Source: an optimization exercise on an open RTL-to-GDS flow (aim: small area, a short achievable clock period and few clock cycles). Production flows keep margins and buffers that such runs may drop.
The RTL was checked by simulation tests, not by an equivalence proof against the original design.
Power and IR drop assume default switching activity.

$ cat flow/flow/run.sh
#!/bin/bash
# The standard layout with small port buffers (buf_2) and timing repair aiming for
# extra setup slack (the design is signed off at the design's period as usual); the
# tools' output is kept in standard.log
bash standard.sh SETUP_SLACK_MARGIN=17 "BUFFER_PORTS_ARGS=-buffer_cell sky130_fd_sc_hd__buf_2" finish > standard.log 2>&1
$ cat flow/standard.sh
#!/bin/bash
# synth_recipe.tcl (not shown) runs the flow's synth.tcl, then flattens the netlist and writes it again
# the make line also repeats each setting of config.mk as NAME=value (left out here)
make -C /OpenROAD-flow-scripts/flow DESIGN_CONFIG=/design/flow/config.mk WORK_HOME=/design/flow/orfs CLKGATE_MAP_FILE= SYNTH_SCRIPT=/design/flow/synth_recipe.tcl "${@:-finish}"
$ cat flow/config.mk
export PLATFORM = sky130hd
export DESIGN_NAME = hdlc_rx_deframer
export DESIGN_NICKNAME = hdlc_rx_deframer
export VERILOG_FILES = /design/flow/design.v
export SDC_FILE = /design/flow/constraint.sdc
export NUM_CORES = 4
export LEC_CHECK = 0
export CAP_MARGIN = 20
export CORE_MARGIN = 2
export CORE_UTILIZATION = 40
export SLEW_MARGIN = 20
export SYNTH_HIERARCHICAL = 1
$ cat flow/constraint.sdc
create_clock -name core_clock -period 23.0 [get_ports {clock}]
set_input_delay 4.6000 -clock core_clock [delete_from_list [all_inputs] [get_ports {clock}]]
set_output_delay 4.6000 -clock core_clock [all_outputs]
set_load 0.01 [all_outputs]
$ cat flow/design.v
package hdlcrx_pkg;
   localparam int LEN_W = 13;
   localparam int CNT_W = 32;
   localparam int CSR_IDX_W = 1;
   localparam logic [15:0] FCS_POLY = 16'h8408;
   localparam logic [15:0] FCS_INIT = 16'hFFFF;
   localparam logic [15:0] FCS_GOOD = 16'hF0B8;
   localparam logic [2:0] ST_GOOD     = 3'd0;
   localparam logic [2:0] ST_CRC_ERR  = 3'd1;
   localparam logic [2:0] ST_SHORT    = 3'd2;
   localparam logic [2:0] ST_OVERFLOW = 3'd3;
   localparam logic [2:0] ST_ABORT    = 3'd4;
   function automatic logic [15:0] fcs_update(input logic [15:0] fcs, input logic [7:0] b);
      logic [7:0] x;
      x = b ^ fcs[7:0];
      x = x ^ {x[3:0], 4'd0};
      fcs_update = {8'd0, fcs[15:8]} ^ {x, 8'd0} ^ {5'd0, x, 3'd0} ^ {12'd0, x[7:4]};
   endfunction
endpackage
module hdlcrx_bit_walker (
   input  logic [7:0] raw,
   input  logic       seven,
   input  logic       hunt_i,
   input  logic       frame_i,
   input  logic [2:0] ones_i,
   input  logic [2:0] pos_i,
   input  logic [6:0] shift_i,
   input  logic       at_lim,
   output logic       hunt_o,
   output logic       frame_o,
   output logic [2:0] ones_o,
   output logic [2:0] pos_o,
   output logic [6:0] shift_o,
   output logic [7:0] bval,
   output logic       cmp,
   output logic       ovf,
   output logic       end_v,
   output logic       abort,
   output logic       cmp_at_end
);
   logic [8:0][7:1] t;       
   logic [7:0]      act, st, ev_f, ev_a, ev_e;
   logic [8:0]      pre;     
   logic [8:0]      post;    
   logic [8:0]      sa, sb;  
   logic [8:0]      ta, tb;  
   logic [7:0]      pos1h;
   logic [7:0]      cpl;
   logic            any_e, first_a, last_a;
   logic [8:0]      r9;
   logic [8:0]      y;
   logic [7:0]      q;
   logic [14:0]     z;
   logic [2:0]      tail, base, nsub;
   always_comb begin
      t[0][1] = ones_i[2] || ones_i[1] || ones_i[0];
      t[0][2] = ones_i[2] || ones_i[1];
      t[0][3] = ones_i[2] || (ones_i[1] && ones_i[0]);
      t[0][4] = ones_i[2];
      t[0][5] = ones_i[2] && (ones_i[1] || ones_i[0]);
      t[0][6] = ones_i[2] && ones_i[1];
      t[0][7] = ones_i[2] && ones_i[1] && ones_i[0];
      for (int i = 0; i < 8; i++) begin
         act[i] = (i < 7) || !seven;
         st[i]   = act[i] && !raw[i] && t[i][5] && !t[i][6];
         ev_f[i] = act[i] && !raw[i] && t[i][6] && !t[i][7];
         ev_a[i] = act[i] && raw[i] && t[i][6];
         ev_e[i] = ev_f[i] || ev_a[i];
         if (act[i]) begin
            t[i+1][1] = raw[i];
            for (int k = 2; k < 8; k++) begin
               t[i+1][k] = raw[i] && t[i][k-1];
            end
         end else begin
            t[i+1] = t[i];
         end
      end
      ones_o[2] = t[8][4];
      ones_o[1] = (t[8][2] && !t[8][4]) || t[8][6];
      ones_o[0] = (t[8][1] && !t[8][2]) || (t[8][3] && !t[8][4]) || (t[8][5] && !t[8][6]) || t[8][7];
      pre[0] = 1'b1;
      sa[0] = 1'b0;
      sb[0] = 1'b0;
      for (int i = 0; i < 8; i++) begin
         pre[i+1] = pre[i] && !ev_e[i];
         sa[i+1] = sa[i] || st[i];
         sb[i+1] = sb[i] || (sa[i] && st[i]);
      end
      post[8] = 1'b1;
      ta[8] = 1'b0;
      tb[8] = 1'b0;
      for (int i = 7; i >= 0; i--) begin
         post[i] = post[i+1] && !ev_e[i];
         ta[i] = ta[i+1] || (post[i] && st[i]);
         tb[i] = tb[i+1] || (ta[i+1] && post[i] && st[i]);
      end
      any_e = !pre[8];
      for (int k = 0; k < 8; k++) begin
         pos1h[k] = (pos_i == 3'(k));
      end
      for (int i = 0; i < 8; i++) begin
         cpl[i] = act[i] && pre[i] && !ev_e[i] && !st[i] && !hunt_i &&
                  ((!sa[i] && pos1h[7-i]) ||
                   (sa[i] && !sb[i] && (i >= 1) && pos1h[(8-i) & 7]) ||
                   (sb[i] && (i >= 2) && pos1h[(9-i) & 7]));
      end
      cmp = |cpl;
      ovf = cmp && at_lim;
      cmp_at_end = cmp;
      first_a = 1'b0;
      last_a = 1'b0;
      tail = 3'd0;
      for (int i = 0; i < 8; i++) begin
         if (pre[i] && ev_a[i]) first_a = 1'b1;
         if (ev_e[i] && post[i+1]) begin
            last_a = ev_a[i];
            tail = 3'((seven ? 6 : 7) - i);
         end
      end
      abort = first_a;
      end_v = any_e && !ovf && (frame_i || cmp);
      hunt_o = any_e ? last_a : (hunt_i || ovf);
      frame_o = !any_e && !ovf && (frame_i || cmp);
      base = any_e ? tail : (seven ? pos_i + 3'd7 : pos_i);
      nsub = tb[0] ? 3'd2 : (ta[0] ? 3'd1 : 3'd0);
      pos_o = base - nsub;
      r9 = {1'b0, raw};
      for (int k = 0; k < 8; k++) begin
         y[k] = sa[k+1] ? r9[k+1] : r9[k];
      end
      y[8] = 1'b0;
      for (int k = 0; k < 8; k++) begin
         q[k] = sb[k+2 > 8 ? 8 : k+2] ? y[k+1] : y[k];
      end
      z = {q, shift_i};
      case ({seven, sb[8], sa[8]})
         3'b000:  shift_o = z[14:8];
         3'b001:  shift_o = z[13:7];
         3'b011:  shift_o = z[12:6];
         3'b100:  shift_o = z[13:7];
         3'b101:  shift_o = z[12:6];
         default: shift_o = z[11:5];
      endcase
      bval = 8'(z >> (~pos_i));
   end
endmodule
module hdlcrx_frame_check (
   input  logic [31:0] cnt,
   output logic [31:0] cy
);
   always_comb begin
      cy[0] = 1'b1;
      for (int i = 1; i < 32; i++) begin
         cy[i] = cy[i-1] && cnt[i-1];
      end
   end
endmodule
module hdlcrx_out_buf (
   input  logic         o_v,
   input  logic         rsp_ready,
   input  logic [5:0] want,
   output logic         o_free,
   output logic [5:0] en
);
   assign o_free = !o_v || rsp_ready;
   assign en = want & {6{o_free}};
endmodule
module hdlc_rx_deframer (
   input  logic                                 clock,
   input  logic                                 reset,
   input  logic                                 in_valid,
   output logic                                 in_ready,
   input  logic [7:0]                           in_byte,
   output logic                                 rsp_valid,
   input  logic                                 rsp_ready,
   output logic                                 rsp_kind,
   output logic [7:0]                           rsp_data_byte,
   output logic [2:0]                           rsp_frame_status,
   output logic [12:0]                          rsp_frame_length,
   output logic [31:0]                          rsp_good_frames,
   output logic [31:0]                          rsp_error_frames,
   output logic                                 rsp_last_of_input,
   input  logic                                 csr_we,
   input  logic [hdlcrx_pkg::CSR_IDX_W-1:0]     csr_index,
   input  logic [hdlcrx_pkg::LEN_W-1:0]         csr_wdata
);
   logic        seven_ff;
   logic [12:0] limw_ff;    
   logic [12:0] lim;
   logic        r0_v, r1_v;
   logic        rdy_ff;      
   logic [7:0]  r0, r1;
   logic        acc;
   logic        hunt_ff, frame_ff;
   logic [2:0]  ones_ff;
   logic [2:0]  pos_ff;
   logic [6:0]  shift_ff;
   logic [12:0] fbytes_ff;
   logic        done_ff;
   logic        o_v, o_kind, o_last;
   logic [7:0]  o_data;      
   logic [2:0]  w_st;
   logic [15:0] fcs_ff;
   logic [31:0] good_ff, err_ff;
   logic        w_hunt, w_frame;
   logic [2:0]  w_ones, w_pos;
   logic [6:0]  w_shift;
   logic [7:0]  w_bval;
   logic [12:0] w_fb;
   logic        w_cmp, w_ovf, w_end_v, w_abort, w_cmp_at_end;
   logic        w_byte_v, w_any_end, w_short, w_chk;
   logic [2:0]  w_end_st;
   logic [12:0] fb_eff;
   logic        at_lim;
   logic        fcs_ok;
   logic        o_free, emit_byte, emit_end, end_good;
   logic [5:0]  want, en;
   logic        en_step, en_go, en_fb, en_fcs, en_good, en_err;
   logic [31:0] good_cy, err_cy;
   always_comb begin
      if (limw_ff < 13'd3) begin
         lim = 13'd3;
      end else if (limw_ff > 13'd4096) begin
         lim = 13'd4096;
      end else begin
         lim = limw_ff;
      end
   end
   assign fb_eff = frame_ff ? fbytes_ff : 13'd0;
   assign at_lim = fb_eff >= lim;
   hdlcrx_bit_walker u_walk (
      .raw (r0), .seven (seven_ff), .hunt_i (hunt_ff), .frame_i (frame_ff),
      .ones_i (ones_ff), .pos_i (pos_ff), .shift_i (shift_ff), .at_lim (at_lim),
      .hunt_o (w_hunt), .frame_o (w_frame), .ones_o (w_ones), .pos_o (w_pos),
      .shift_o (w_shift), .bval (w_bval), .cmp (w_cmp), .ovf (w_ovf), .end_v (w_end_v),
      .abort (w_abort), .cmp_at_end (w_cmp_at_end)
   );
   assign w_byte_v  = w_cmp && !w_ovf;
   assign w_any_end = w_end_v || w_ovf;
   assign w_fb      = (at_lim ? lim : fb_eff) + 13'd1;
   assign w_short   = w_cmp_at_end ? (fb_eff < 13'd2) : (fbytes_ff < 13'd3);
   assign w_chk     = w_end_v && !w_abort && !w_short;
   always_comb begin
      if (w_ovf) begin
         w_end_st = hdlcrx_pkg::ST_OVERFLOW;
      end else if (w_abort) begin
         w_end_st = hdlcrx_pkg::ST_ABORT;
      end else begin
         w_end_st = hdlcrx_pkg::ST_SHORT;
      end
   end
   assign fcs_ok    = (fcs_ff == hdlcrx_pkg::FCS_GOOD);
   assign w_st      = w_chk ? (fcs_ok ? hdlcrx_pkg::ST_GOOD : hdlcrx_pkg::ST_CRC_ERR) : w_end_st;
   assign end_good  = w_chk && fcs_ok;
   assign emit_byte = w_byte_v && !done_ff;
   assign emit_end  = w_any_end && !emit_byte;
   assign want[0] = r0_v;                                    
   assign want[1] = r0_v && !(emit_byte && w_any_end);       
   assign want[2] = want[1] && w_cmp;                        
   assign want[3] = r0_v && emit_byte;                       
   assign want[4] = r0_v && emit_end && end_good;            
   assign want[5] = r0_v && emit_end && !end_good;           
   hdlcrx_out_buf u_gate (
      .o_v (o_v), .rsp_ready (rsp_ready), .want (want), .o_free (o_free), .en (en)
   );
   assign {en_err, en_good, en_fcs, en_fb, en_go, en_step} = en;
   hdlcrx_frame_check u_good_cy (.cnt (good_ff), .cy (good_cy));
   hdlcrx_frame_check u_err_cy (.cnt (err_ff), .cy (err_cy));
   assign in_ready  = rdy_ff;
   assign acc       = in_valid && !r1_v;
   always_ff @(posedge clock) begin
      if (reset) begin
         seven_ff <= 1'b0;
         limw_ff <= 13'd4096;
      end else if (csr_we) begin
         if (csr_index == 1'b0) begin
            seven_ff <= csr_wdata[0];
         end else begin
            limw_ff <= csr_wdata;
         end
      end
   end
   always_ff @(posedge clock) begin
      if (reset) begin
         r0_v <= 1'b0;
         r1_v <= 1'b0;
         rdy_ff <= 1'b1;
      end else if (!r0_v || en_go) begin
         r0_v <= r1_v || acc;
         r1_v <= 1'b0;
         rdy_ff <= 1'b1;
      end else if (acc) begin
         r1_v <= 1'b1;
         rdy_ff <= 1'b0;
      end
   end
   always_ff @(posedge clock) begin
      if (!r0_v || en_go) begin
         r0 <= r1_v ? r1 : in_byte;
      end
      if (acc) begin
         r1 <= in_byte;
      end
   end
   always_ff @(posedge clock) begin
      if (reset) begin
         hunt_ff <= 1'b1;
         frame_ff <= 1'b0;
         ones_ff <= 3'd0;
         done_ff <= 1'b0;
      end else begin
         if (en_go) begin
            hunt_ff <= w_hunt;
            frame_ff <= w_frame;
            ones_ff <= w_ones;
         end
         if (en_step) begin
            done_ff <= !want[1];
         end
      end
   end
   always_ff @(posedge clock) begin
      if (en_go) begin
         pos_ff <= w_pos;
         shift_ff <= w_shift;
      end
      if (en_fb) begin
         fbytes_ff <= w_fb;
      end
   end
   always_ff @(posedge clock) begin
      if (reset) begin
         o_v <= 1'b0;
      end else if (o_free) begin
         o_v <= r0_v && (emit_byte || w_any_end);
      end
   end
   always_ff @(posedge clock) begin
      if (en_step) begin
         o_kind <= !emit_byte;
         o_last <= !(emit_byte && w_any_end);
         o_data <= emit_byte ? w_bval : {w_bval[7:3], w_st};
      end
   end
   always_ff @(posedge clock) begin
      if (en_fcs) begin
         fcs_ff <= hdlcrx_pkg::fcs_update(frame_ff ? fcs_ff : hdlcrx_pkg::FCS_INIT, w_bval);
      end
   end
   always_ff @(posedge clock) begin
      if (reset) begin
         good_ff <= 32'd0;
         err_ff <= 32'd0;
      end else begin
         good_ff <= good_ff ^ (good_cy & {32{en_good}});
         err_ff <= err_ff ^ (err_cy & {32{en_err}});
      end
   end
   assign rsp_valid = o_v;
   assign rsp_kind = o_kind;
   assign rsp_data_byte = o_data;
   assign rsp_frame_status = o_data[2:0];
   assign rsp_frame_length = fbytes_ff;
   assign rsp_good_frames = good_ff;
   assign rsp_error_frames = err_ff;
   assign rsp_last_of_input = o_last;
endmodule
==> metrics.cfg, run 1 <==
[grt]
grt.total_usage_pct=18.9
grt_pass1_vias=7886
antenna_found_initial=3
grt_overflow=0
grt_max_degree=89
grt_pass1_wl_mm=41.0

[timing]
holdWs_ns=0.471
timing.final.crit_share_pct=25.0
worst_pin_slew_ns=1.18
fin_skew_ns=0.0198
timing.max_slew.rel_slack_pct=21.1
setup_ws_ns=17.25
fin_crit_ns=5.75
rsz0062_at_grt=no
setup_tns_ns=0
slew_viol_final=0
fmaxAchievable_ghz=0.174
setup_viol=0
hold_viol_final=0

[clock_network]
cts_tree=built
ctsRootBufferMaster=clkbuf_16
insertion_delay_ns=0.42
ctsHoldBuffers=0
h-tree-depth=4
clk_path_buf_depth=2
cts_inserted_buffers=17
clkSinkCount=153
clk_pin_slew_ns=0.06

[place]
gp_congestion=0.921
placed_area_um2=10700
post-place-ws_ns=16.72
hpwl_mm=18.0
dp_cells=1574
io_buffers=118

[yosys]
synth_top_area_share_pct=19.4
synth_area_um2=10100
ys_seq_area_share_pct=36.9
syn_nets=1245
async_flop_share_pct=0
synth_top_cell_by_area=edfxtp_1
ys.flop_type=dfxtp_1
synthCells=1195
yosysUniqueCellTypes=95
synth_edf_count=65
synth_seq_cells=153
avgSynthCellArea_um2=8.42
ys.warnings.count=9
yosys-top-cells-area=edfxtp_1, dfxtp_1, xor2_1

[layout]
drive_above_1_share_pct=17.3
layout_common_cells=nand2_1, nor2_1, buf_2
fin_cells=1616
syn2layout_area_growth_pct=13.2
finalInstanceArea_um2=11400
final_common_cell=nand2_1
fin_util_pct=45.6
fin_nets=1322

[floorplanning]
rows=58
start_util_pct=40.3
dieWidth_um=163
core_area_um2=25000
die-area_um2=26400
io_pins=119
die_height_um=163

[critical_path]
arrival_ns=5.87
crit_path_max_fanout=17
startpoint_type=input port
worstPathRequired_ns=23.12
cp-end-kind=flip-flop
critPathKind=input port to flip-flop
r2r_slack_ns=17.52

[detailed_routing]
drc=0
drt_iter0_markers=672
routedWlPerCell_um=15.6
dr.pass1.iters=6
vias=8668
vias_per_cell=5.36
drt-total-wl_mm=25.2
antenna_left=0

[min_path]
hold_path.class=flip-flop to flip-flop

[power_and_ir_drop]
p_leak_nw=4.33
vdd_drop_max_mv=0.0372
power_density_nw_per_um2=60.2
total_power_uw=686

[status]
outcome=no timing/DRC/antenna violations

[job]
cap_violations=0

per-module statistics from Yosys, one instance, submodules excluded:
module | copies in the design | flops+latches | cell area, µm² | cells inside
hdlcrx_bit_walker | 1 | 0 | 2360 | 372
hdlc_rx_deframer | 1 | 153 | 6860 | 674
hdlcrx_out_buf | 1 | 0 | 53.8 | 7
hdlcrx_frame_check | 2 | 0 | 394 | 71
synth_stat cells (all sizes together) (30+ instances only):
cell / instances
nand2: 171
a21oi: 57
xnor2: 40
clkbuf: 43
nor2: 132
o21ai: 39
and2: 32
nand3: 40
edfxtp: 65
xor2: 78
nor3: 38
dfxtp: 88
inv: 53
buf: 30
cell families after synthesis:
kind of cell	count (synthesis)	share of synthesized area, %
and+or+nand+nor	544	27.3
AOI/OAI and AO/OA	186	12.4
DFF	153	36.9
buffers and inverters	127	5.56
xor gates and xnor gates	118	10.3
muxes	41	4.44
adders and majority gates	24	3.03
other	2	0.0746
state kept, by name, indices dropped and copies added (netlist names):
register,cells
done_ff,1
err_ff,32
fbytes_ff,13
fcs_ff,16
frame_ff,1
good_ff,32
hunt_ff,1
limw_ff,13
o_data,8
o_kind,1
o_last,1
o_v,1
ones_ff,3
pos_ff,3
r0,8
r0_v,1
r1,8
r1_v,1
rdy_ff,1
seven_ff,1
shift_ff,7
where the power goes:
part           total (mW)  internal (mW)  switching (mW)  leakage [nW]
registers           0.311          0.299          0.0126          1.32
logic               0.106         0.0439          0.0619          2.74
clock network       0.269          0.152           0.117         0.274
layer usage:
layer  part of all wire (%)  vias up  track usage [%]
met5                  0.052        -                0
met4                    1.7        2             5.27
met3                    7.0       34             4.76
met2                     44      305             28.7
met1                     47     3998             26.7
li1                       -     4329                -
final timing paths:
kind / endpoint / start / cells past startpoint
setup / recovery: r0[6] / rsp_ready / 4
hold reg to reg: limw_ff[2] / limw_ff[2] / 2
hold / removal: limw_ff[2] / limw_ff[2] / 2
setup reg to reg: good_ff[7] / ones_ff[0] / 19
area by class of cell:
class	count	area [µm²]
Timing Repair Buffer	130	681
Clock buffer	21	482
Inverter	54	203
Fill cell	2495	13600
Tap cell	330	413
Sequential cell	153	3720
Multi-Input combinational cell	916	5810
Antenna cell	2	5.00
Clock inverter	10	81.3
timing repair:
action | 4_1_cts | 5_1_grt
endpoints found under the hold margin | 0 | 0
gates resized for setup | 0 | 5
endpoints found under the setup margin | 0 | 80
buffers inserted | 0 | 8
worst max-delay path, cell delays in order:
cell and delay (ns):
buf_2 0.10, nand2b_4 0.15, and2_1 0.65, nand2b_4 0.36
Testbench counts, summed over its fixed seeds: cycles 24,333.
==> inputs of run 2 (changes only) <==
==> flow/flow/run.sh (replaced) <==
#!/bin/bash
# The standard layout with small port buffers (buf_2) and timing repair aiming for
# extra setup slack (the design is signed off at the design's period as usual); the
# tools' output is kept in standard.log
bash standard.sh SETUP_SLACK_MARGIN=17.3 "BUFFER_PORTS_ARGS=-buffer_cell sky130_fd_sc_hd__buf_2" finish > standard.log 2>&1
--- a/flow/config.mk
+++ b/flow/config.mk
@@ -7,6 +7,6 @@
 export LEC_CHECK = 0
 export CAP_MARGIN = 20
 export CORE_MARGIN = 2
-export CORE_UTILIZATION = 40
+export CORE_UTILIZATION = 65
 export SLEW_MARGIN = 20
 export SYNTH_HIERARCHICAL = 1
==> metrics.cfg, run 2 <==
[status]
outcome=no timing/DRC/antenna violations  ; unchanged

[place]
gp_congestion=0.967  ; was 0.921
io_buffers=118  ; unchanged
hpwl_mm=16.8  ; was 18.0 mm
post-place-ws_ns=16.64  ; was 16.72 ns

[yosys]
synthCells=1195  ; unchanged
synth_edf_count=65  ; unchanged
synth_compound_area_share_pct=12.4  ; unchanged
synth_area_um2=10100  ; unchanged
yosys.area_share.simple_pct=27.3  ; unchanged
ys.flop_type=dfxtp_1  ; unchanged
yosysMostFrequentCell=nand2_1  ; unchanged
synth_top_cell_by_area=edfxtp_1  ; unchanged
synth_top_family_by_area=simple AND/OR/NAND/NOR gates  ; unchanged
synth-xor-area-share_pct=10.3  ; unchanged
synth_commonest_cells=nand2_1, nor2_1, dfxtp_1  ; unchanged
synth_fa_ha_area_share_pct=3.03  ; unchanged
syn_nets=1245  ; unchanged
synth_seq_cells=153  ; unchanged
avgSynthCellArea_um2=8.42  ; unchanged
yosys-top-cells-area=edfxtp_1, dfxtp_1, xor2_1  ; unchanged
synth_top_area_share_pct=19.4  ; unchanged
async_flop_share_pct=0  ; unchanged
synthMuxAreaShare_pct=4.44  ; unchanged
ys_seq_area_share_pct=36.9  ; unchanged
yosysUniqueCellTypes=95  ; unchanged
ys.warnings.count=9  ; unchanged

[timing]
fmaxAchievable_ghz=0.176  ; was 0.174 GHz
timing.max_slew.rel_slack_pct=28.8  ; was 21.1%
worst_pin_slew_ns=1.06  ; was 1.18 ns
setup_viol=0  ; unchanged
holdWs_ns=0.472  ; was 0.471 ns
fin_skew_ns=0.0148  ; was 0.0198 ns
slew_viol_final=0  ; unchanged
setup_ws_ns=17.32  ; was 17.25 ns
hold_viol_final=0  ; unchanged
rsz0062_at_grt=yes  ; was no
setup_tns_ns=0  ; unchanged
fin_crit_ns=5.68  ; was 5.75 ns
timing.final.crit_share_pct=24.7  ; was 25.0%

[detailed_routing]
drt_iter0_markers=525  ; was 672
drt-total-wl_mm=24.0  ; was 25.2 mm
routedWlPerCell_um=16.1  ; was 15.6 µm
vias_per_cell=5.91  ; was 5.36
drc=0  ; unchanged
dr.pass1.iters=5  ; was 6
vias=8798  ; was 8,668
antenna_left=0  ; unchanged

[layout]
drive_above_1_share_pct=18.5  ; was 17.3%
syn2layout_area_growth_pct=13.4  ; was 13.2%
fin_nets=1333  ; was 1,322
multi_input_area_um2=5860  ; was 5810 µm²
reg_top3=err_ff (32), good_ff (32), fcs_ff (16)  ; unchanged
layout_common_cells=nand2_1, nor2_1, buf_2  ; unchanged
final_common_cell=nand2_1  ; unchanged
fillers=1142  ; was 2,495
seqCellArea_um2=3720  ; about the same

[grt]
grt_overflow=0  ; unchanged
grt.total_usage_pct=28.7  ; was 18.9%
grt_pass1_vias=7827  ; was 7,886
antenna_found_initial=5  ; was 3
grt_max_degree=89  ; unchanged
grt_pass1_wl_mm=38.2  ; was 41.0 mm

[floorplanning]
core_area_um2=15100  ; was 25,000 µm²
io_pins=119  ; unchanged
die_height_um=128  ; was 163 µm
die-area_um2=16500  ; was 26,400 µm²
rows=45  ; was 58
dieWidth_um=128  ; was 163 µm
start_util_pct=66.4  ; was 40.3%

[power_and_ir_drop]
vdd_drop_max_mv=0.0548  ; was 0.0372 mV
total_power_uw=710  ; was 686 µW
p_leak_nw=4.42  ; was 4.33 nW
power_density_nw_per_um2=62.2  ; was 60.2 nW/µm²

[clock_network]
h-tree-depth=4  ; unchanged
clk_pin_slew_ns=0.06  ; about the same
ctsHoldBuffers=0  ; unchanged
clk_path_buf_depth=2  ; unchanged
insertion_delay_ns=0.42  ; about the same
ctsRootBufferMaster=clkbuf_16  ; unchanged
clkSinkCount=153  ; unchanged
cts_inserted_buffers=17  ; unchanged
cts_tree=built  ; unchanged

[critical_path]
crit_path_max_fanout=4  ; was 17
cp_slowest_stage_delay_ns=0.47  ; was 0.65 ns
arrival_ns=1.08  ; was 5.87 ns
cp-end-kind=output pin  ; was flip-flop
cp.buffers_inverters=1  ; unchanged
startpoint_type=flip-flop  ; was input port
critPathSlowestCell=edfxtp_1  ; was and2_1
worstPathRequired_ns=18.40  ; was 23.12 ns
critPathKind=flip-flop to output pin  ; was input port to flip-flop
worstPathCellList=buf_2  ; was buf_2 -> nand2b_4 -> and2_1 -> nand2b_4
cpLargestDelayFamily=flip-flops  ; was simple AND/OR/NAND/NOR gates

[min_path]
hold_path.class=flip-flop to flip-flop  ; unchanged

[job]
cap_violations=0  ; unchanged

==> run 2: cell counts after synthesis <==
No cell type changed its count.
==> run 2: repair_timing <==
item | in CTS | in global routing
pin swaps | 0 | 2
endpoints found under the setup margin | 67 | 85
resized for setup | 7 | 11
setup buffers | 1 | 19
cloned | 0 | 1
==> run 2: path summary, 6_finish.rpt <==
path,to,startpoint,slack (ns),cells after the start
worst min register to register,limw_ff[2],limw_ff[2],0.47,2
worst max-delay path,rsp_frame_length[1],fbytes_ff[1],17.32,1
worst max register to register,err_ff[15],r0[3],17.49,16
worst min-delay path,limw_ff[2],limw_ff[2],0.47,2
==> run 2: per-module statistics from Yosys, one instance, submodules excluded <==
module              cells inside  flip-flops and latches
hdlcrx_bit_walker            372                       0
hdlc_rx_deframer             674                     153
hdlcrx_out_buf                 7                       0
hdlcrx_frame_check            71                       0
==> run 2: cell type report <==
cell class              instances  share of cell area [%]
multi-input cells             916                    51.3
diodes                          4                  0.0877
clock inverters                15                    1.71
well taps                     188                    2.06
inverters                      54                    1.78
repair buffers                141                    6.69
flip-flops and latches        153                    32.6
clock buffers                  17                    3.73
==> run 2: metrics by stage <==
| step | utilization, % | instance area, µm² | std cells |
|---|---|---|---|
| floorplan | - | 10100 | 1195 |
| global placement | 69.7 | 10600 | 1431 |
| detailed placement | 69.7 | 10600 | 1431 |
| CTS | 74.0 | 11200 | 1464 |
| global route | 75.3 | 11400 | 1485 |
| finish | 75.3 | 11400 | 1488 |
==> run 2: power breakdown <==
group	internal (mW)	switching (mW)	total, mW
clock network	0.182	0.112	0.294
registers	0.299	0.0126	0.312
logic	0.0446	0.0599	0.104
==> run 2: kinds of logic (layout without fill, tap and decap cells) <==
logic type      Yosys count  after routing
compound gates          186            186
xor+xnor                118            118
fa+ha+maj                24             24
buf+inv                 127            227
flops                   153            153
mux                      41             41
other cells               2              6
simple gates            544            545
==> run 2: routing by layer <==
| metal | part of all wire [%] | up-vias | track usage [%] |
|---|---|---|---|
| met1 | 43 | 4054 | 36.7 |
| met4 | 2.4 | 4 | 10.6 |
| li1 | - | 4351 | - |
| met2 | 47 | 334 | 47.2 |
| met5 | 0.062 | - | 0 |
| met3 | 7.6 | 55 | 7.53 |
==> inputs of run 3 (changes only) <==
--- a/flow/config.mk
+++ b/flow/config.mk
@@ -7,6 +7,6 @@
 export LEC_CHECK = 0
 export CAP_MARGIN = 20
 export CORE_MARGIN = 2
-export CORE_UTILIZATION = 65
+export CORE_UTILIZATION = 40
 export SLEW_MARGIN = 20
 export SYNTH_HIERARCHICAL = 1
==> metrics.cfg, run 3 <==
[status]
outcome=no timing/DRC/antenna violations  ; unchanged

[timing]
setup_ws_ns=17.33  ; was 17.32 ns
rsz0062_at_grt=no  ; was yes
fmaxAchievable_ghz=0.176  ; about the same
fin_skew_ns=0.0110  ; was 0.0148 ns
setup_viol=0  ; unchanged
hold_viol_final=0  ; unchanged
timing.final.crit_share_pct=24.7  ; about the same
timing.max_slew.rel_slack_pct=29.1  ; was 28.8%
slew_viol_final=0  ; unchanged
holdWs_ns=0.467  ; was 0.472 ns
fin_crit_ns=5.67  ; was 5.68 ns
worst_pin_slew_ns=1.06  ; about the same
setup_tns_ns=0  ; unchanged

[yosys]
syn_nets=1245  ; unchanged
async_flop_share_pct=0  ; unchanged
yosys-top-cells-area=edfxtp_1, dfxtp_1, xor2_1  ; unchanged
synth_seq_cells=153  ; unchanged
synth_edf_count=65  ; unchanged
ys.warnings.count=9  ; unchanged
synth_top_cell_by_area=edfxtp_1  ; unchanged
yosysUniqueCellTypes=95  ; unchanged
synth_area_um2=10100  ; unchanged
ys_seq_area_share_pct=36.9  ; unchanged
synthCells=1195  ; unchanged
synth_commonest_cells=nand2_1, nor2_1, dfxtp_1  ; unchanged
yosysMostFrequentCell=nand2_1  ; unchanged
ys.flop_type=dfxtp_1  ; unchanged
synth_top_area_share_pct=19.4  ; unchanged
avgSynthCellArea_um2=8.42  ; unchanged

[clock_network]
clk_pin_slew_ns=0.07  ; was 0.06 ns
clk_path_buf_depth=2  ; unchanged
h-tree-depth=4  ; unchanged
ctsRootBufferMaster=clkbuf_16  ; unchanged
cts_tree=built  ; unchanged
clkSinkCount=153  ; unchanged
ctsHoldBuffers=0  ; unchanged
insertion_delay_ns=0.43  ; was 0.42 ns
cts_inserted_buffers=17  ; unchanged

[critical_path]
crit_path_max_fanout=4  ; unchanged
worstPathCellList=buf_2  ; unchanged
arrival_ns=1.07  ; was 1.08 ns
cpLargestDelayFamily=flip-flops  ; unchanged
cp_num_cells=1  ; unchanged
cp_slowest_stage_delay_ns=0.47  ; about the same
reg2reg_to=rdy_ff  ; was err_ff[15]
endpoint=rsp_frame_length[5]  ; was rsp_frame_length[1]
startpoint_type=flip-flop  ; unchanged
critPathKind=flip-flop to output pin  ; unchanged
crit_start=fbytes_ff[5]  ; was fbytes_ff[1]
cp-end-kind=output pin  ; unchanged
r2r_slack_ns=17.67  ; was 17.49 ns
reg2regPathDepth=19  ; was 16
timing.rr.start=r0[1]  ; was r0[3]
worstPathRequired_ns=18.40  ; about the same
critPathSlowestCell=edfxtp_1  ; unchanged
cp.buffers_inverters=1  ; unchanged

[layout]
finalInstanceArea_um2=11500  ; was 11,400 µm²
syn2layout_area_growth_pct=14.6  ; was 13.4%
fin_nets=1336  ; was 1,333
final_common_cell=nand2_1  ; unchanged
drive_above_1_share_pct=19.3  ; was 18.5%
layout_common_cells=nand2_1, nor2_1, buf_2  ; unchanged
fin_util_pct=46.2  ; was 75.3%
reg_top3=err_ff (32), good_ff (32), fcs_ff (16)  ; unchanged

[power_and_ir_drop]
p_leak_nw=4.41  ; was 4.42 nW
vdd_drop_max_mv=0.0465  ; was 0.0548 mV
power_density_nw_per_um2=59.8  ; was 62.2 nW/µm²

[place]
post-place-ws_ns=16.67  ; was 16.64 ns
io_buffers=118  ; unchanged
hpwl_mm=17.8  ; was 16.8 mm
gp_congestion=0.865  ; was 0.967
placed_area_um2=10800  ; was 10,600 µm²

[grt]
antenna_found_initial=4  ; was 5
grt.total_usage_pct=19.3  ; was 28.7%
grt_pass1_vias=8088  ; was 7,827
grt_pass1_wl_mm=41.7  ; was 38.2 mm
grt_overflow=0  ; unchanged
grt_max_degree=89  ; unchanged

[min_path]
hold_path.class=flip-flop to flip-flop  ; unchanged

[floorplanning]
io_pins=119  ; unchanged
rows=58  ; was 45
die-area_um2=26400  ; was 16,500 µm²
dieWidth_um=163  ; was 128 µm
core_area_um2=25000  ; was 15,100 µm²
start_util_pct=40.3  ; was 66.4%
die_height_um=163  ; was 128 µm

[detailed_routing]
routedWlPerCell_um=15.5  ; was 16.1 µm
vias_per_cell=5.31  ; was 5.91
dr.pass1.iters=5  ; unchanged
drt_iter0_markers=563  ; was 525
vias=8657  ; was 8,798
drt-total-wl_mm=25.2  ; was 24.0 mm
drc=0  ; unchanged
antenna_left=0  ; unchanged

[job]
cap_violations=0  ; unchanged

-- run 3: cell types whose count changed in the layout (fill, tap and decap cells not counted), sizes merged, moves of 2 or more --
| cell | change |
|---|---|
| bufinv | -4 |
| clkinvlp | -3 |
| buf | +3 |
| inv | +5 |
| diode | -2 |
-- run 3: Yosys stat by module (local to each module, per instance) --
module	cells inside	flops+latches	area, µm²
hdlcrx_frame_check	71	0	394
hdlcrx_out_buf	7	0	53.8
hdlc_rx_deframer	674	153	6860
hdlcrx_bit_walker	372	0	2360
-- run 3: report_power, final --
group / switching [mW] / internal (mW)
Sequential: 0.0129 / 0.299
Clock: 0.128 / 0.143
Combinational: 0.0616 / 0.0461
-- run 3: worst min path at each step --
stage	startpoint	endpoint	slack, ns	cells past startpoint
final	rdy_ff	rdy_ff	0.47	2
after detailed placement	rdy_ff	rdy_ff	0.46	2
after CTS	limw_ff[2]	limw_ff[2]	0.48	2
after global routing	limw_ff[2]	limw_ff[2]	0.50	2
after global placement	limw_ff[2]	limw_ff[2]	0.46	2
after floorplan	limw_ff[2]	limw_ff[2]	0.44	2
-- run 3: cell type report --
type / instances / area [µm²]
repair buffers: 144 / 783
well taps: 330 / 413
flip-flops and latches: 153 / 3730
multi-input cells: 916 / 5840
fillers: 2468 / 13400
clock buffers: 18 / 429
clock inverters: 14 / 130
inverters: 54 / 203
diodes: 2 / 5.00
-- run 3: timing repair --
| item | 4_1_cts | 5_1_grt |
|---|---|---|
| setup buffers | 3 | 17 |
| hold endpoints to repair | 0 | 0 |
| pin swaps | 1 | 1 |
| gates resized for setup | 2 | 19 |
| endpoints found under the setup margin | 35 | 92 |
| cloned | 1 | 0 |
-- run 3: cell families (layout without fill, tap and decap cells) --
logic type	count (synthesis)	in the layout	share of synthesized area, %
XOR/XNOR	118	118	10.3
multiplexers	41	41	4.44
AND/OR/NAND/NOR	544	544	27.3
buffers and inverters	127	230	5.56
other	2	4	0.0746
AO/OA/AOI/OAI	186	187	12.4
flip-flops	153	153	36.9
adder cells (fa/ha/maj)	24	24	3.03
-- run 3: routing by layer --
| metal | GRT usage, % | vias to the layer above | wire (µm) |
|---|---|---|---|
| met1 | 26.5 | 4046 | 11900 |
| met3 | 4.94 | 36 | 1570 |
| met2 | 30.4 | 216 | 11300 |
| met4 | 5.15 | 4 | 391 |
| li1 | - | 4355 | - |
| met5 | 0 | - | 27 |
-- run 3: metrics by stage --
stage,instances,power (mW)
floorplan,1195,0.395
CTS,1612,0.693
global placement,1575,0.418
finish,1631,0.690
global route,1630,0.722
detailed placement,1576,0.419
==> inputs of run 4 (changes only) <==
==> flow/flow/run.sh (replaced) <==
#!/bin/bash
# The standard layout with small port buffers (buf_2), timing repair aiming for extra
# setup slack and power recovery on the paths with slack (the design is signed off at
# the design's period as usual); the tools' output is kept in standard.log
bash standard.sh SETUP_SLACK_MARGIN=17 RECOVER_POWER=100 "BUFFER_PORTS_ARGS=-buffer_cell sky130_fd_sc_hd__buf_2" finish > standard.log 2>&1
==> metrics.cfg, run 4 <==
[layout]
finalInstanceArea_um2=11200  ; was 11,500 µm²
fin_nets=1322  ; was 1,336
final_common_cell=nand2_1  ; unchanged
fin_util_pct=44.9  ; was 46.2%
multi_input_area_um2=5760  ; was 5840 µm²
layout_common_cells=nand2_1, nor2_1, clkbuf_1  ; was nand2_1, nor2_1, buf_2
fillers=2556  ; was 2,468
syn2layout_area_growth_pct=11.4  ; was 14.6%
fin_cells=1616  ; was 1,631
seqCellArea_um2=3720  ; was 3730 µm²
reg_top3=err_ff (32), good_ff (32), fcs_ff (16)  ; unchanged
drive_above_1_share_pct=8.72  ; was 19.3%

[clock_network]
cts_tree=built  ; unchanged
clkSinkCount=153  ; unchanged
h-tree-depth=4  ; unchanged
clk_path_buf_depth=2  ; unchanged
clk_pin_slew_ns=0.06  ; was 0.07 ns
ctsRootBufferMaster=clkbuf_16  ; unchanged
ctsHoldBuffers=0  ; unchanged
insertion_delay_ns=0.42  ; was 0.43 ns
cts_inserted_buffers=17  ; unchanged

[yosys]
ys_seq_area_share_pct=36.9  ; unchanged
synth_seq_cells=153  ; unchanged
synth_top_cell_by_area=edfxtp_1  ; unchanged
synth_edf_count=65  ; unchanged
synth_area_um2=10100  ; unchanged
async_flop_share_pct=0  ; unchanged
synthCells=1195  ; unchanged
ys.flop_type=dfxtp_1  ; unchanged
ys.warnings.count=9  ; unchanged
avgSynthCellArea_um2=8.42  ; unchanged
synth_commonest_cells=nand2_1, nor2_1, dfxtp_1  ; unchanged
yosysMostFrequentCell=nand2_1  ; unchanged
syn_nets=1245  ; unchanged
synth_top_area_share_pct=19.4  ; unchanged
yosysUniqueCellTypes=95  ; unchanged
yosys-top-cells-area=edfxtp_1, dfxtp_1, xor2_1  ; unchanged

[critical_path]
critPathSlowestCell=clkbuf_1  ; was edfxtp_1
startpoint_type=input port  ; was flip-flop
cp_num_cells=3  ; was 1
worstPathRequired_ns=23.13  ; was 18.40 ns
crit_path_max_fanout=88  ; was 4
worstPathCellList=buf_2 -> clkbuf_1 -> nor3_1  ; was buf_2
reg2regPathDepth=19  ; unchanged
cp-end-kind=flip-flop  ; was output pin
critPathKind=input port to flip-flop  ; was flip-flop to output pin
cp.buffers_inverters=2  ; was 1
cpLargestDelayFamily=buffers and inverters  ; was flip-flops
arrival_ns=7.62  ; was 1.07 ns
cp_slowest_stage_delay_ns=2.74  ; was 0.47 ns

[grt]
antenna_found_initial=3  ; was 4
grt_pass1_wl_mm=41.0  ; was 41.7 mm
grt.total_usage_pct=18.9  ; was 19.3%
grt_max_degree=89  ; unchanged
grt_pass1_vias=7886  ; was 8,088
grt_overflow=0  ; unchanged

[timing]
timing.max_slew.rel_slack_pct=-161  ; was 29.1%
worst_pin_slew_ns=3.91  ; was 1.06 ns
fmaxAchievable_ghz=0.134  ; was 0.176 GHz
rsz0062_at_grt=no  ; unchanged
slew_viol_final=114  ; was 0
fin_skew_ns=0.0174  ; was 0.0110 ns
fin_crit_ns=7.49  ; was 5.67 ns
timing.final.crit_share_pct=32.5  ; was 24.7%
hold_viol_final=0  ; unchanged
setup_tns_ns=0  ; unchanged
setup_viol=0  ; unchanged

[floorplanning]
io_pins=119  ; unchanged
die-area_um2=26400  ; unchanged
rows=58  ; unchanged
dieWidth_um=163  ; unchanged
core_area_um2=25000  ; unchanged
die_height_um=163  ; unchanged
start_util_pct=40.3  ; unchanged

[detailed_routing]
drc=0  ; unchanged
drt_iter0_markers=623  ; was 563
dr.pass1.iters=9  ; was 5
vias=8661  ; was 8,657
antenna_left=0  ; unchanged
vias_per_cell=5.36  ; was 5.31
drt-total-wl_mm=25.3  ; was 25.2 mm
routedWlPerCell_um=15.6  ; was 15.5 µm

[min_path]
hold_path.class=flip-flop to flip-flop  ; unchanged
hold_depth=2  ; unchanged

[place]
gp_congestion=0.921  ; was 0.865
hpwl_mm=18.0  ; was 17.8 mm
dp_cells=1574  ; was 1,576
io_buffers=118  ; unchanged
placed_area_um2=10700  ; was 10,800 µm²

[power_and_ir_drop]
switching_power_uw=191  ; was 202 µW
p_int_uw=492  ; was 488 µW
power_density_nw_per_um2=61.0  ; was 59.8 nW/µm²
vdd_drop_max_mv=0.0374  ; was 0.0465 mV
p_comb_share_pct=15.1  ; was 15.6%
pwr-share-seq_pct=45.5  ; was 45.1%
swShare_pct=28.0  ; was 29.3%
clkPwrFrac_pct=39.4  ; was 39.3%
p_leak_nw=3.93  ; was 4.41 nW

[status]
outcome=finished with violations  ; was no timing/DRC/antenna violations
so_faults=max-capacitance violations, max-slew violations

[job]
cap_violations=3  ; was 0

run 4: cell counts after synthesis:
No cell type changed its count.
run 4: path summary, 6_finish.rpt:
path / slack, ns / end / startpoint
setup / recovery: 15.51 / r1_v / reset
hold / removal: 0.47 / limw_ff[2] / limw_ff[2]
setup reg to reg: 16.32 / rdy_ff / limw_ff[6]
hold reg to reg: 0.47 / limw_ff[2] / limw_ff[2]
run 4: routing by layer:
metal	routed length [µm]	track usage, %	vias to the layer above	share of wire, %
li1	-	-	4333	-
met1	11800	26.7	4020	47
met4	367	5.27	2	1.5
met5	13	0	-	0.051
met3	1820	4.76	27	7.2
met2	11200	28.7	279	44
run 4: cell type report:
cell class                 instances  share of cell area, %
multi-input combinational        916                   51.4
timing repair buffer             130                   4.93
sequential                       153                   33.2
tap                              330                   3.68
clock inverter                    10                  0.726
antenna                            2                 0.0446
inverter                          54                   1.81
clock buffer                      21                   4.30
run 4: cells by family after synthesis:
logic type | count (synthesis) | share of synthesized area [%]
simple gates | 544 | 27.3
compound gates | 186 | 12.4
flops | 153 | 36.9
buf+inv | 127 | 5.56
xor+xnor | 118 | 10.3
mux | 41 | 4.44
fa+ha+maj | 24 | 3.03
other cells | 2 | 0.0746
run 4: per-module statistics from Yosys (local to each module, per instance):
| module | area [µm²] | copies in the design | flip-flops and latches |
|---|---|---|---|
| hdlcrx_frame_check | 394 | 2 | 0 |
| hdlcrx_bit_walker | 2360 | 1 | 0 |
| hdlc_rx_deframer | 6860 | 1 | 153 |
| hdlcrx_out_buf | 53.8 | 1 | 0 |
run 4: repair_timing:
item                                    4_1_cts  5_1_grt
setup buffers                                 0        8
resized for setup                             0        5
endpoints found under the hold margin         0        0
endpoints found under the setup margin        0       80
run 4: worst min-delay path, stage by stage, from the launching register on:
cell     delay (ns)
dfxtp_1        0.32
nand2_1        0.05
a21oi_1        0.05
run 4: power by group through the flow:
| stage | Clock [mW] | Sequential [mW] | Combinational [mW] |
|---|---|---|---|
| 4_1_cts | 0.274 | 0.313 | 0.101 |
| 5_1_grt | 0.285 | 0.313 | 0.114 |
| 3_3_place_gp | 0 | 0.318 | 0.0999 |
| 3_5_place_dp | 0 | 0.319 | 0.100 |
| 6_report | 0.269 | 0.311 | 0.103 |
| 2_1_floorplan | 0 | 0.310 | 0.0847 |
run 4: stage by stage:
stage                     hold WS [ns]  setup WS, ns  power, mW
after floorplan                  0.440         17.02      0.395
after global placement           0.460         16.64      0.418
after detailed placement         0.465         16.72      0.419
after CTS                        0.473         17.11      0.688
after global routing             0.501         15.06      0.712
final                            0.471         15.51      0.684
==> inputs of run 5 (changes only) <==
--- a/flow/design.v
+++ b/flow/design.v
@@ -17,6 +17,34 @@
       fcs_update = {8'd0, fcs[15:8]} ^ {x, 8'd0} ^ {5'd0, x, 3'd0} ^ {12'd0, x[7:4]};
    endfunction
 endpackage
+module hdlcrx_walk_step (
+   input  logic [12:0] limw,      
+   input  logic        frame,     
+   input  logic [12:0] fbytes,
+   output logic        at_lim,    
+   output logic [12:0] fb_next    
+);
+   logic [12:0] lim, cnt, x;
+   logic        lim_small, ge, c;
+   always_comb begin
+      lim_small = !(|limw[12:2]);
+      lim[12] = limw[12];
+      lim[11:2] = limw[12] ? 10'd0 : limw[11:2];
+      lim[1:0] = limw[12] ? 2'd0 : (lim_small ? 2'd3 : limw[1:0]);
+      cnt = frame ? fbytes : 13'd0;
+      ge = 1'b1;
+      for (int i = 0; i < 13; i++) begin
+         ge = (cnt[i] && !lim[i]) || ((cnt[i] || !lim[i]) && ge);
+      end
+      at_lim = ge;
+      x = ge ? lim : cnt;
+      c = 1'b1;
+      for (int i = 0; i < 13; i++) begin
+         fb_next[i] = x[i] ^ c;
+         c = c && x[i];
+      end
+   end
+endmodule
 module hdlcrx_bit_walker (
    input  logic [7:0] raw,
    input  logic       seven,
@@ -186,7 +214,6 @@
 );
    logic        seven_ff;
    logic [12:0] limw_ff;    
-   logic [12:0] lim;
    logic        r0_v, r1_v;
    logic        rdy_ff;      
    logic [7:0]  r0, r1;
@@ -217,17 +244,10 @@
    logic [5:0]  want, en;
    logic        en_step, en_go, en_fb, en_fcs, en_good, en_err;
    logic [31:0] good_cy, err_cy;
-   always_comb begin
-      if (limw_ff < 13'd3) begin
-         lim = 13'd3;
-      end else if (limw_ff > 13'd4096) begin
-         lim = 13'd4096;
-      end else begin
-         lim = limw_ff;
-      end
-   end
    assign fb_eff = frame_ff ? fbytes_ff : 13'd0;
-   assign at_lim = fb_eff >= lim;
+   hdlcrx_walk_step u_lim (
+      .limw (limw_ff), .frame (frame_ff), .fbytes (fbytes_ff), .at_lim (at_lim), .fb_next (w_fb)
+   );
    hdlcrx_bit_walker u_walk (
       .raw (r0), .seven (seven_ff), .hunt_i (hunt_ff), .frame_i (frame_ff),
       .ones_i (ones_ff), .pos_i (pos_ff), .shift_i (shift_ff), .at_lim (at_lim),
@@ -237,7 +257,6 @@
    );
    assign w_byte_v  = w_cmp && !w_ovf;
    assign w_any_end = w_end_v || w_ovf;
-   assign w_fb      = (at_lim ? lim : fb_eff) + 13'd1;
    assign w_short   = w_cmp_at_end ? (fb_eff < 13'd2) : (fbytes_ff < 13'd3);
    assign w_chk     = w_end_v && !w_abort && !w_short;
    always_comb begin
==> flow/flow/run.sh (replaced) <==
#!/bin/bash
# The standard layout with small port buffers (buf_2) and timing repair aiming for
# extra setup slack (the design is signed off at the design's period as usual); the
# tools' output is kept in standard.log
bash standard.sh SETUP_SLACK_MARGIN=17.3 "BUFFER_PORTS_ARGS=-buffer_cell sky130_fd_sc_hd__buf_2" finish > standard.log 2>&1
==> metrics.cfg, run 5 <==
[timing]
fmaxAchievable_ghz=0.177  ; was 0.134 GHz
rsz0062_at_grt=no  ; unchanged
slew_viol_final=0  ; was 114
holdWs_ns=0.483  ; was 0.471 ns
hold_viol_final=0  ; unchanged
timing.final.crit_share_pct=24.6  ; was 32.5%
setup_viol=0  ; unchanged
fin_crit_ns=5.66  ; was 7.49 ns
worst_pin_slew_ns=0.966  ; was 3.91 ns
timing.max_slew.rel_slack_pct=35.6  ; was -161%
setup_tns_ns=0  ; unchanged
setup_ws_ns=17.34  ; was 15.51 ns
fin_skew_ns=0.0208  ; was 0.0174 ns

[grt]
grt.total_usage_pct=19.2  ; was 18.9%
grt_overflow=0  ; unchanged
grt_pass1_vias=7914  ; was 7,886
grt_max_degree=89  ; unchanged
antenna_found_initial=1  ; was 3
grt_pass1_wl_mm=40.6  ; was 41.0 mm

[yosys]
synthMuxAreaShare_pct=4.11  ; was 4.44%
yosys-top-cells-area=edfxtp_1, dfxtp_1, xor2_1  ; unchanged
synth_top_area_share_pct=20.2  ; was 19.4%
synth_commonest_cells=nand2_1, nor2_1, dfxtp_1  ; unchanged
yosys.area_share.simple_pct=26.4  ; was 27.3%
ys_seq_area_share_pct=38.4  ; was 36.9%
syn_nets=1175  ; was 1,245
synth_edf_count=65  ; unchanged
avgSynthCellArea_um2=8.58  ; was 8.42 µm²
yosysUniqueCellTypes=94  ; was 95
synth_area_um2=9670  ; was 10,100 µm²
synth_fa_ha_area_share_pct=2.98  ; was 3.03%
synth_seq_cells=153  ; unchanged
async_flop_share_pct=0  ; unchanged
yosysMostFrequentCell=nand2_1  ; unchanged
ys.flop_type=dfxtp_1  ; unchanged
ys.warnings.count=10  ; was 9
synth_compound_area_share_pct=13.6  ; was 12.4%
synth_top_family_by_area=simple AND/OR/NAND/NOR gates  ; unchanged
synth_top_cell_by_area=edfxtp_1  ; unchanged
synth-xor-area-share_pct=9.22  ; was 10.3%
synthCells=1128  ; was 1,195

[critical_path]
critPathKind=flip-flop to output pin  ; was input port to flip-flop
cpLargestDelayFamily=flip-flops  ; was buffers and inverters
crit_path_max_fanout=5  ; was 88
cp_num_cells=1  ; was 3
critPathSlowestCell=dfxtp_1  ; was clkbuf_1
cp_slowest_stage_delay_ns=0.46  ; was 2.74 ns
worstPathCellList=buf_2  ; was buf_2 -> clkbuf_1 -> nor3_1
worstPathRequired_ns=18.40  ; was 23.13 ns
arrival_ns=1.06  ; was 7.62 ns
reg2regPathDepth=19  ; unchanged
startpoint_type=flip-flop  ; was input port
cp.buffers_inverters=1  ; was 2
cp-end-kind=output pin  ; was flip-flop
r2r_slack_ns=17.82  ; was 16.32 ns

[power_and_ir_drop]
p_comb_share_pct=13.5  ; was 15.1%
power_density_nw_per_um2=62.8  ; was 61.0 nW/µm²
p_leak_nw=4.34  ; was 3.93 nW
pwr-share-seq_pct=45.0  ; was 45.5%
clkPwrFrac_pct=41.5  ; was 39.4%
total_power_uw=698  ; was 684 µW
switching_power_uw=193  ; was 191 µW
p_int_uw=504  ; was 492 µW
vdd_drop_max_mv=0.0514  ; was 0.0374 mV
swShare_pct=27.7  ; was 28.0%

[status]
outcome=no timing/DRC/antenna violations  ; was finished with violations

[detailed_routing]
routedWlPerCell_um=15.7  ; was 15.6 µm
vias=8308  ; was 8,661
drt_iter0_markers=529  ; was 623
drt-total-wl_mm=24.3  ; was 25.3 mm
drc=0  ; unchanged
vias_per_cell=5.36  ; about the same
antenna_left=0  ; unchanged
dr.pass1.iters=5  ; was 9

[layout]
syn2layout_area_growth_pct=14.9  ; was 11.4%
layout_common_cells=nand2_1, nor2_1, buf_2  ; was nand2_1, nor2_1, clkbuf_1
final_common_cell=nand2_1  ; unchanged
finalInstanceArea_um2=11100  ; was 11,200 µm²
seqCellArea_um2=3720  ; about the same
drive_above_1_share_pct=18.2  ; was 8.72%
reg_top3=err_ff (32), good_ff (32), fcs_ff (16)  ; unchanged
fin_nets=1265  ; was 1,322
fillers=2346  ; was 2,556
multi_input_area_um2=5470  ; was 5760 µm²

[place]
hpwl_mm=17.4  ; was 18.0 mm
io_buffers=118  ; unchanged
gp_congestion=0.941  ; was 0.921
placed_area_um2=10400  ; was 10,700 µm²
post-place-ws_ns=16.66  ; was 16.72 ns

[clock_network]
clkSinkCount=153  ; unchanged
insertion_delay_ns=0.43  ; was 0.42 ns
h-tree-depth=4  ; unchanged
cts_inserted_buffers=17  ; unchanged
ctsHoldBuffers=0  ; unchanged
cts_tree=built  ; unchanged
ctsRootBufferMaster=clkbuf_16  ; unchanged
clk_path_buf_depth=2  ; unchanged
clk_pin_slew_ns=0.06  ; about the same

[floorplanning]
io_pins=119  ; unchanged
start_util_pct=41.0  ; was 40.3%
die_height_um=160  ; was 163 µm
dieWidth_um=160  ; was 163 µm
core_area_um2=23600  ; was 25,000 µm²
die-area_um2=25400  ; was 26,400 µm²
rows=56  ; was 58

[job]
cap_violations=0  ; was 3

[min_path]
hold_path.class=flip-flop to flip-flop  ; unchanged
hold_depth=2  ; unchanged

-- run 5: power by group through the flow --
| stage | logic [mW] | clock network [mW] | registers (mW) |
|---|---|---|---|
| floorplan | 0.0782 | 0 | 0.310 |
| global placement | 0.0926 | 0 | 0.320 |
| detailed placement | 0.0936 | 0 | 0.320 |
| CTS | 0.0943 | 0.297 | 0.314 |
| global route | 0.106 | 0.308 | 0.315 |
| finish | 0.0945 | 0.290 | 0.314 |
-- run 5: timing repair --
action                     4_1_cts  5_1_grt
setup buffers                    4        7
gates resized for setup          2        6
setup endpoints to repair       37       13
-- run 5: final cells by class --
cell class                 instances  area share, %
timing repair buffer             133           6.32
sequential                       153           33.5
clock inverter                    14           1.60
inverter                          57           1.92
clock buffer                      18           3.87
multi-input combinational        856           49.2
tap                              319           3.59
antenna                            1         0.0225
-- run 5: metrics by stage --
stage	utilization [%]	std cells
6_report	47.1	1551
5_1_grt	47.1	1550
4_1_cts	46.8	1543
3_5_place_dp	44.1	1507
3_3_place_gp	44.1	1507
2_1_floorplan	-	1128
-- run 5: final timing paths --
check / startpoint / to
max reg2reg: r0[1] / rdy_ff
max: err_ff[28] / rsp_error_frames[28]
min reg2reg: rdy_ff / rdy_ff
min: rdy_ff / rdy_ff
-- run 5: Yosys stat by module (local to each module, per instance) --
module	cells inside	copies in the design	cell area (µm²)
hdlc_rx_deframer	522	1	5890
hdlcrx_bit_walker	364	1	2270
hdlcrx_frame_check	71	2	394
hdlcrx_out_buf	7	1	53.8
hdlcrx_walk_step	93	1	671
-- run 5: metal layers --
metal | vias to the layer above | track usage [%] | part of all wire (%) | routed length [µm]
met1 | 3896 | 26.6 | 47 | 11400
li1 | 4153 | - | - | -
met5 | - | 0 | 0 | 0
met2 | 235 | 30.5 | 45 | 11000
met4 | 0 | 4.63 | 1.2 | 298
met3 | 24 | 4.40 | 6.6 | 1600
-- run 5: cells by family (layout without fill, tap and decap cells) --
group | after synthesis | count (layout)
buf+inv | 119 | 222
xor+xnor | 101 | 101
compound gates | 182 | 182
flops | 153 | 153
simple gates | 511 | 511
other cells | 2 | 3
mux | 37 | 37
fa+ha+maj | 23 | 23
Testbench counts of run 5, summed over its fixed seeds: cycles 24,333.
==> inputs of run 6 (changes only) <==
--- a/flow/config.mk
+++ b/flow/config.mk
@@ -8,5 +8,6 @@
 export CAP_MARGIN = 20
 export CORE_MARGIN = 2
 export CORE_UTILIZATION = 40
+export CTS_BUF_LIST = sky130_fd_sc_hd__clkbuf_8
 export SLEW_MARGIN = 20
 export SYNTH_HIERARCHICAL = 1
==> metrics.cfg, run 6 <==
[clock_network]
ctsRootBufferMaster=clkbuf_8  ; was clkbuf_16
clk_pin_slew_ns=0.09  ; was 0.06 ns
cts_tree=built  ; unchanged
clk_path_buf_depth=2  ; unchanged
cts_inserted_buffers=17  ; unchanged
h-tree-depth=4  ; unchanged
clkSinkCount=153  ; unchanged
insertion_delay_ns=0.46  ; was 0.43 ns
ctsHoldBuffers=0  ; unchanged

[job]
cap_violations=0  ; unchanged

[layout]
drive_above_1_share_pct=20.4  ; was 18.2%
syn2layout_area_growth_pct=13.5  ; was 14.9%
reg_top3=err_ff (32), good_ff (32), fcs_ff (16)  ; unchanged
fin_cells=1553  ; was 1,551
layout_common_cells=nand2_1, nor2_1, buf_2  ; unchanged
fillers=2359  ; was 2,346
fin_util_pct=46.5  ; was 47.1%
multi_input_area_um2=5470  ; unchanged
fin_nets=1267  ; was 1,265
finalInstanceArea_um2=11000  ; was 11,100 µm²
seqCellArea_um2=3760  ; was 3720 µm²
final_common_cell=nand2_1  ; unchanged

[yosys]
ys.warnings.count=10  ; unchanged
synth_commonest_cells=nand2_1, nor2_1, dfxtp_1  ; unchanged
synth_top_cell_by_area=edfxtp_1  ; unchanged
async_flop_share_pct=0  ; unchanged
yosysMostFrequentCell=nand2_1  ; unchanged
yosys-top-cells-area=edfxtp_1, dfxtp_1, xor2_1  ; unchanged
syn_nets=1175  ; unchanged
ys.flop_type=dfxtp_1  ; unchanged
synth_area_um2=9670  ; unchanged
synth_top_area_share_pct=20.2  ; unchanged
ys_seq_area_share_pct=38.4  ; unchanged
synthCells=1128  ; unchanged
avgSynthCellArea_um2=8.58  ; unchanged
yosysUniqueCellTypes=94  ; unchanged
synth_seq_cells=153  ; unchanged
synth_edf_count=65  ; unchanged

[detailed_routing]
antenna_left=0  ; unchanged
routedWlPerCell_um=15.7  ; about the same
vias_per_cell=5.34  ; was 5.36
drt_iter0_markers=510  ; was 529
dr.pass1.iters=5  ; unchanged
drt-total-wl_mm=24.4  ; was 24.3 mm
vias=8300  ; was 8,308
drc=0  ; unchanged

[timing]
setup_ws_ns=17.35  ; was 17.34 ns
worst_pin_slew_ns=0.951  ; was 0.966 ns
holdWs_ns=0.487  ; was 0.483 ns
setup_tns_ns=0  ; unchanged
timing.final.crit_share_pct=24.6  ; about the same
rsz0062_at_grt=no  ; unchanged
fmaxAchievable_ghz=0.177  ; about the same
hold_viol_final=0  ; unchanged
slew_viol_final=0  ; unchanged
fin_crit_ns=5.65  ; was 5.66 ns
setup_viol=0  ; unchanged
timing.max_slew.rel_slack_pct=36.6  ; was 35.6%
fin_skew_ns=0.0291  ; was 0.0208 ns

[place]
io_buffers=118  ; unchanged
dp_cells=1507  ; unchanged
post-place-ws_ns=16.66  ; unchanged
hpwl_mm=17.4  ; unchanged
placed_area_um2=10400  ; unchanged
gp_congestion=0.941  ; unchanged

[critical_path]
cpLargestDelayFamily=flip-flops  ; unchanged
cp_slowest_stage_delay_ns=0.44  ; was 0.46 ns
startpoint_type=flip-flop  ; unchanged
critPathSlowestCell=edfxtp_1  ; was dfxtp_1
worstPathRequired_ns=18.40  ; about the same
cp-end-kind=output pin  ; unchanged
worstPathCellList=buf_2  ; unchanged
cp.buffers_inverters=1  ; unchanged
critPathKind=flip-flop to output pin  ; unchanged
crit_path_max_fanout=2  ; was 5
arrival_ns=1.05  ; was 1.06 ns

[floorplanning]
io_pins=119  ; unchanged
dieWidth_um=160  ; unchanged
die-area_um2=25400  ; unchanged
start_util_pct=41.0  ; unchanged
die_height_um=160  ; unchanged
rows=56  ; unchanged
core_area_um2=23600  ; unchanged

[grt]
antenna_found_initial=1  ; unchanged
grt_overflow=0  ; unchanged
grt-busiest-layer=met2  ; unchanged
grt_max_degree=89  ; unchanged
grt_pass1_vias=7957  ; was 7,914
grt_pass1_wl_mm=40.7  ; was 40.6 mm
met3_usage_pct=4.17  ; was 4.40%
met2_usage_pct=30.7  ; was 30.5%
grt.total_usage_pct=19.2  ; about the same
use_met1_pct=26.4  ; was 26.6%

[power_and_ir_drop]
pwr-share-seq_pct=50.2  ; was 45.0%
clkPwrFrac_pct=34.6  ; was 41.5%
p_comb_share_pct=15.2  ; was 13.5%
swShare_pct=29.5  ; was 27.7%
p_leak_nw=4.28  ; was 4.34 nW
total_power_uw=624  ; was 698 µW
vdd_drop_max_mv=0.0356  ; was 0.0514 mV
power_density_nw_per_um2=56.9  ; was 62.8 nW/µm²
switching_power_uw=184  ; was 193 µW
p_int_uw=440  ; was 504 µW

[min_path]
hold_path.class=flip-flop to flip-flop  ; unchanged

[status]
outcome=no timing/DRC/antenna violations  ; unchanged

==> run 6: cell counts after synthesis <==
No cell type changed its count.
==> run 6: power by group through the flow <==
stage	combinational, mW	clock (mW)	sequential (mW)
global route	0.106	0.234	0.315
global placement	0.0926	0	0.320
finish	0.0946	0.216	0.313
CTS	0.0952	0.224	0.313
floorplan	0.0782	0	0.310
detailed placement	0.0936	0	0.320
==> run 6: cells by family after synthesis <==
| family | share of synthesized area, % |
|---|---|
| XOR/XNOR | 9.22 |
| flip-flops | 38.4 |
| other | 0.0776 |
| AO/OA/AOI/OAI | 13.6 |
| adder cells (fa/ha/maj) | 2.98 |
| buffers and inverters | 5.17 |
| multiplexers | 4.11 |
| AND/OR/NAND/NOR | 26.4 |
==> run 6: final timing paths <==
| check | end | startpoint | cells past startpoint | slack [ns] |
|---|---|---|---|---|
| setup reg to reg | rdy_ff | r0[1] | 19 | 17.78 |
| setup / recovery | rsp_frame_length[0] | fbytes_ff[0] | 1 | 17.35 |
| hold / removal | rdy_ff | rdy_ff | 2 | 0.49 |
| hold reg to reg | rdy_ff | rdy_ff | 2 | 0.49 |
==> run 6: per-layer routing <==
| layer | vias to the layer above | part of all wire (%) |
|---|---|---|
| li1 | 4160 | - |
| met4 | 0 | 1.3 |
| met5 | - | 0 |
| met3 | 22 | 6.4 |
| met2 | 222 | 45 |
| met1 | 3896 | 47 |
==> run 6: area by class of cell <==
class,count,area share [%]
sequential,153,34.2
inverter,57,1.95
antenna,1,0.0228
multi-input combinational,856,49.8
clock inverter,15,1.65
tap,319,3.64
clock buffer,17,2.13
timing repair buffer,135,6.54
==> run 6: modules after synthesis, one instance, submodules excluded <==
module	flip-flops and latches	area (µm²)
hdlc_rx_deframer	153	5890
hdlcrx_frame_check	0	394
hdlcrx_walk_step	0	671
hdlcrx_out_buf	0	53.8
hdlcrx_bit_walker	0	2270
==> run 6: repair_timing <==
| item | in CTS | in global routing |
|---|---|---|
| resized for setup | 17 | 18 |
| setup endpoints to repair | 61 | 18 |
| pin swaps | 0 | 0 |
| setup buffers | 13 | 0 |

## what the ideal ports hide
The flow's constraints put no driver on any port. The routed layouts listed below were extracted and timed again, unchanged, in two steps.
Step 1 assumes that a clkbuf_16 drives the clock port and a buf_2 every other input.
Step 2 times the ports against the registers' clock, not the clock port: input delays grow and output delays shrink by t, the midpoint of the rising clock arrivals with the driver on.
Slacks: ideal ports / drivers / drivers and shift; pairs: ideal ports / drivers.
| run | shift t [ns] | setup WS [ns] | hold WS [ns] | slew at the worst register clock pin (ns) |
|---|---|---|---|---|
| run 1 | 0.457 | 17.252 / 17.248 / 16.814 | 0.471 / 0.471 / 0.471 | 0.07 / 0.07 |
| run 2 | 0.456 | 17.324 / 17.281 / 17.060 | 0.472 / 0.472 / 0.472 | 0.06 / 0.06 |
| run 3 | 0.469 | 17.326 / 17.279 / 17.027 | 0.467 / 0.467 / 0.467 | 0.07 / 0.07 |
| run 4 | 0.462 | 15.515 / 15.541 / 15.079 | 0.471 / 0.471 / 0.471 | 0.07 / 0.07 |
| run 5 | 0.463 | 17.338 / 17.290 / 17.048 | 0.483 / 0.483 / 0.483 | 0.08 / 0.08 |
| run 6 | 0.488 | 17.348 / 17.306 / 17.048 | 0.487 / 0.487 / 0.487 | 0.11 / 0.11 |
The setup slack of run 1, which loses most, moves by -0.004 ns with the drivers and by -0.438 ns with both steps.
